What follows belongs to an exercise in optimizing a design on an open flow for small area, a short achievable clock period and few clock cycles per item; a production flow would make more cautious choices.
In this exercise RTL edits were held to simulation tests only and were not proved equivalent to the original.

## gyro_bias_calibrate_convert
module gyro_bias_calibrate_convert (
	input  wire logic        clk,
	input  wire logic        arst_n,
	input  wire logic        cfg_valid,
	output logic             cfg_ready,
	input  wire logic [1:0]  cfg_addr,
	input  wire logic [15:0] cfg_data,
	input  wire logic        s_tvalid,
	output logic             s_tready,
	input  wire logic [63:0] s_tdata,
	input  wire logic [1:0]  s_tuser,
	output logic             m_tvalid,
	input  wire logic        m_tready,
	output logic [95:0]      m_tdata,
	output logic [2:0]       m_tuser
);
For scale: roughly 7400 cells after synthesis, roughly 70000 sq um of cells after synthesis.
Settings: LEC_CHECK=0, ABC_CLOCK_PERIOD_IN_PS=4500, CAP_MARGIN=20, CORE_MARGIN=2, CORE_UTILIZATION=40, SETUP_SLACK_MARGIN=4, SLEW_MARGIN=20; clock period 10.0 ns.
run.sh (not shown) runs the stock make flow with config.mk's settings and CLKGATE_MAP_FILE= SYNTH_SCRIPT=/design/flow/synth_recipe.tcl, a recipe that flattens the netlist after the stock synthesis.
The first run passed the timing, DRC and antenna checks.
Testbench counts at the start, summed over its fixed seeds: cycles 2,272, items 1,848.
Change:
- ABC_CLOCK_PERIOD_IN_PS: 4500 -> 3500
- SETUP_SLACK_MARGIN: 4 -> 5
Die area stays the same.
Cell count is about the same.
Worst setup slack is better by 0.35 ns.
Wire length barely changes.
Core utilization is about the same.
Count of clock-buffer cells in the layout is unchanged.
Global-route usage stays flat.


P:
Another version of the RTL of gyro_bias_calibrate_convert (not shown whole).
For scale: about 6700 cells after synthesis, roughly 470 flip-flops, ~190 I/O pins, roughly 59000 µm² of cells after synthesis.
make LEC_CHECK=0 CAP_MARGIN=20 CORE_MARGIN=2 CORE_UTILIZATION=40 SLEW_MARGIN=20 finish   # period 10.0 ns
P closes out successfully: all stages finished, all timing, DRC and antenna checks passed.
Testbench counts of P, summed over its fixed seeds: cycles 2,208, items 1,848.
Setup changes, P to Q
- setting ABC_CLOCK_PERIOD_IN_PS to 4000 for the first time
- setting SETUP_SLACK_MARGIN to 5 for the first time
--- outcome ---
From P to Q, final setup violation count did not move at all.
P leaves less setup margin than Q.
Of P and Q, the lower total of fill cells in the finished design belongs to Q.


== red ==
gyro_bias_calibrate_convert, a different RTL version from the one above (not shown whole).
Size in the first run: roughly 67000 um2 of cells after synthesis.
clock: 10.0 ns
lec_check: 0
abc_clock_period_in_ps: 3500
cap_margin: 20
core_margin: 2
core_utilization: 55
setup_slack_margin: 5
slew_margin: 20
Testbench counts of red, summed over its fixed seeds: cycles 2,272, items 1,848.
Edits applied to the flow inputs when going from red to blue:
diff --git a/flow/config.mk b/flow/config.mk
--- a/flow/config.mk
+++ b/flow/config.mk
@@ -9,5 +9,5 @@
 export CAP_MARGIN = 20
 export CORE_MARGIN = 2
-export CORE_UTILIZATION = 55
+export CORE_UTILIZATION = 40
 export SETUP_SLACK_MARGIN = 5
 export SLEW_MARGIN = 20
[summary]
- In the metrics for blue and red, the one carrying the higher post-placement cell count is blue.
- Detailed-route vias per instance | blue below red
- Taking red as the reference, in blue half-perimeter wire length after placement stayed essentially flat; count of standard-cell rows increased by 23 relative to the old numbers; summed area of non-filler cells in the final layout climbed about 1.2%.
- Of blue and red, it is blue that has the higher worst-case setup margin in the final layout.


Another version of the RTL of gyro_bias_calibrate_convert (not shown whole).
For scale: roughly 7000 cells after synthesis, about 680 flip-flops, about 0.065 sq mm of cells after synthesis.
export LEC_CHECK = 0
export ABC_CLOCK_PERIOD_IN_PS = 3500
export CAP_MARGIN = 20
export CORE_MARGIN = 2
export CORE_UTILIZATION = 40
export GPL_TIMING_DRIVEN = 0
export SETUP_SLACK_MARGIN = 5
export SLEW_MARGIN = 20
create_clock -name core_clock -period 10.0 [get_ports {clk}]
Testbench counts at the start, summed over its fixed seeds: cycles 2,256, items 1,848.
Rerun with:
- CAP_MARGIN: 20 -> 0
- GPL_TIMING_DRIVEN: 0 -> unset
- SLEW_MARGIN: 20 -> 0
Utilization drops by 1.2 points. Design area drops by 2.7%. Register-to-register slack is better by 330 ps. Via count drops by 5.6%. Area after synthesis is unchanged. Routed wire length drops by 25%. Hold slack is better by 3.1 ps.
Rerun with:
- CAP_MARGIN: 0 -> 20
- SLEW_MARGIN: 0 -> 20
Effect: Hold slack is about the same. Die area does not change. Routed wire length is about the same. Setup slack gets worse by 10 ps. Core utilization barely changes. Design area stays flat.

[port drivers added, routing unchanged]
No port has a modelled driver above. Below, the same layouts with a new extraction and two added sets of constraints.
Step 1 sets driving cells, clkbuf_16 on the clock port and buf_2 on the other inputs (assumed; they add their load-dependent delay and slew).
Step 2 moves the port delays by t, midway between the first and last clock arrival at a register: inputs arrive t later, outputs are due t later. That takes back most of the time a late clock gives input paths.
Three values: no drivers, after step 1, after step 2; two values: the first two.
| run | shift t [ns] | slack for setup (ns) | worst register clock-pin slew, ns | worst data-port slew with drivers (ns) | pins driven straight from the clock port |
|---|---|---|---|---|---|
| the first run of note 1 | 0.796 | 4.774 / 4.774 / 4.242 | 0.07 / 0.07 | 0.22 | 1 |
| the second run of note 1 | 0.800 | 5.129 / 5.191 / 4.391 | 0.07 / 0.07 | 0.22 | 1 |
| P | 0.750 | 2.073 / 2.073 / 2.073 | 0.07 / 0.07 | 0.05 | 1 |
| Q | 0.782 | 3.887 / 3.887 / 3.887 | 0.07 / 0.07 | 0.05 | 1 |
| red | 0.772 | 5.074 / 5.041 / 4.660 | 0.07 / 0.07 | 0.06 | 1 |
| blue | 0.782 | 5.116 / 5.091 / 4.525 | 0.06 / 0.06 | 0.07 | 1 |
| the first run of note 4 | 0.830 | 4.902 / 4.902 / 4.394 | 0.07 / 0.07 | 0.05 | 1 |
| the second run of note 4 | 0.796 | 5.016 / 4.990 / 4.566 | 0.07 / 0.07 | 0.06 | 1 |
| the third run of note 4 | 0.795 | 5.005 / 4.976 / 4.611 | 0.07 / 0.07 | 0.06 | 1 |
After both steps setup and hold are still met in every run listed. The setup slack of the second run of note 1, which loses most, moves by +0.062 ns with the drivers and by -0.738 ns with both steps.
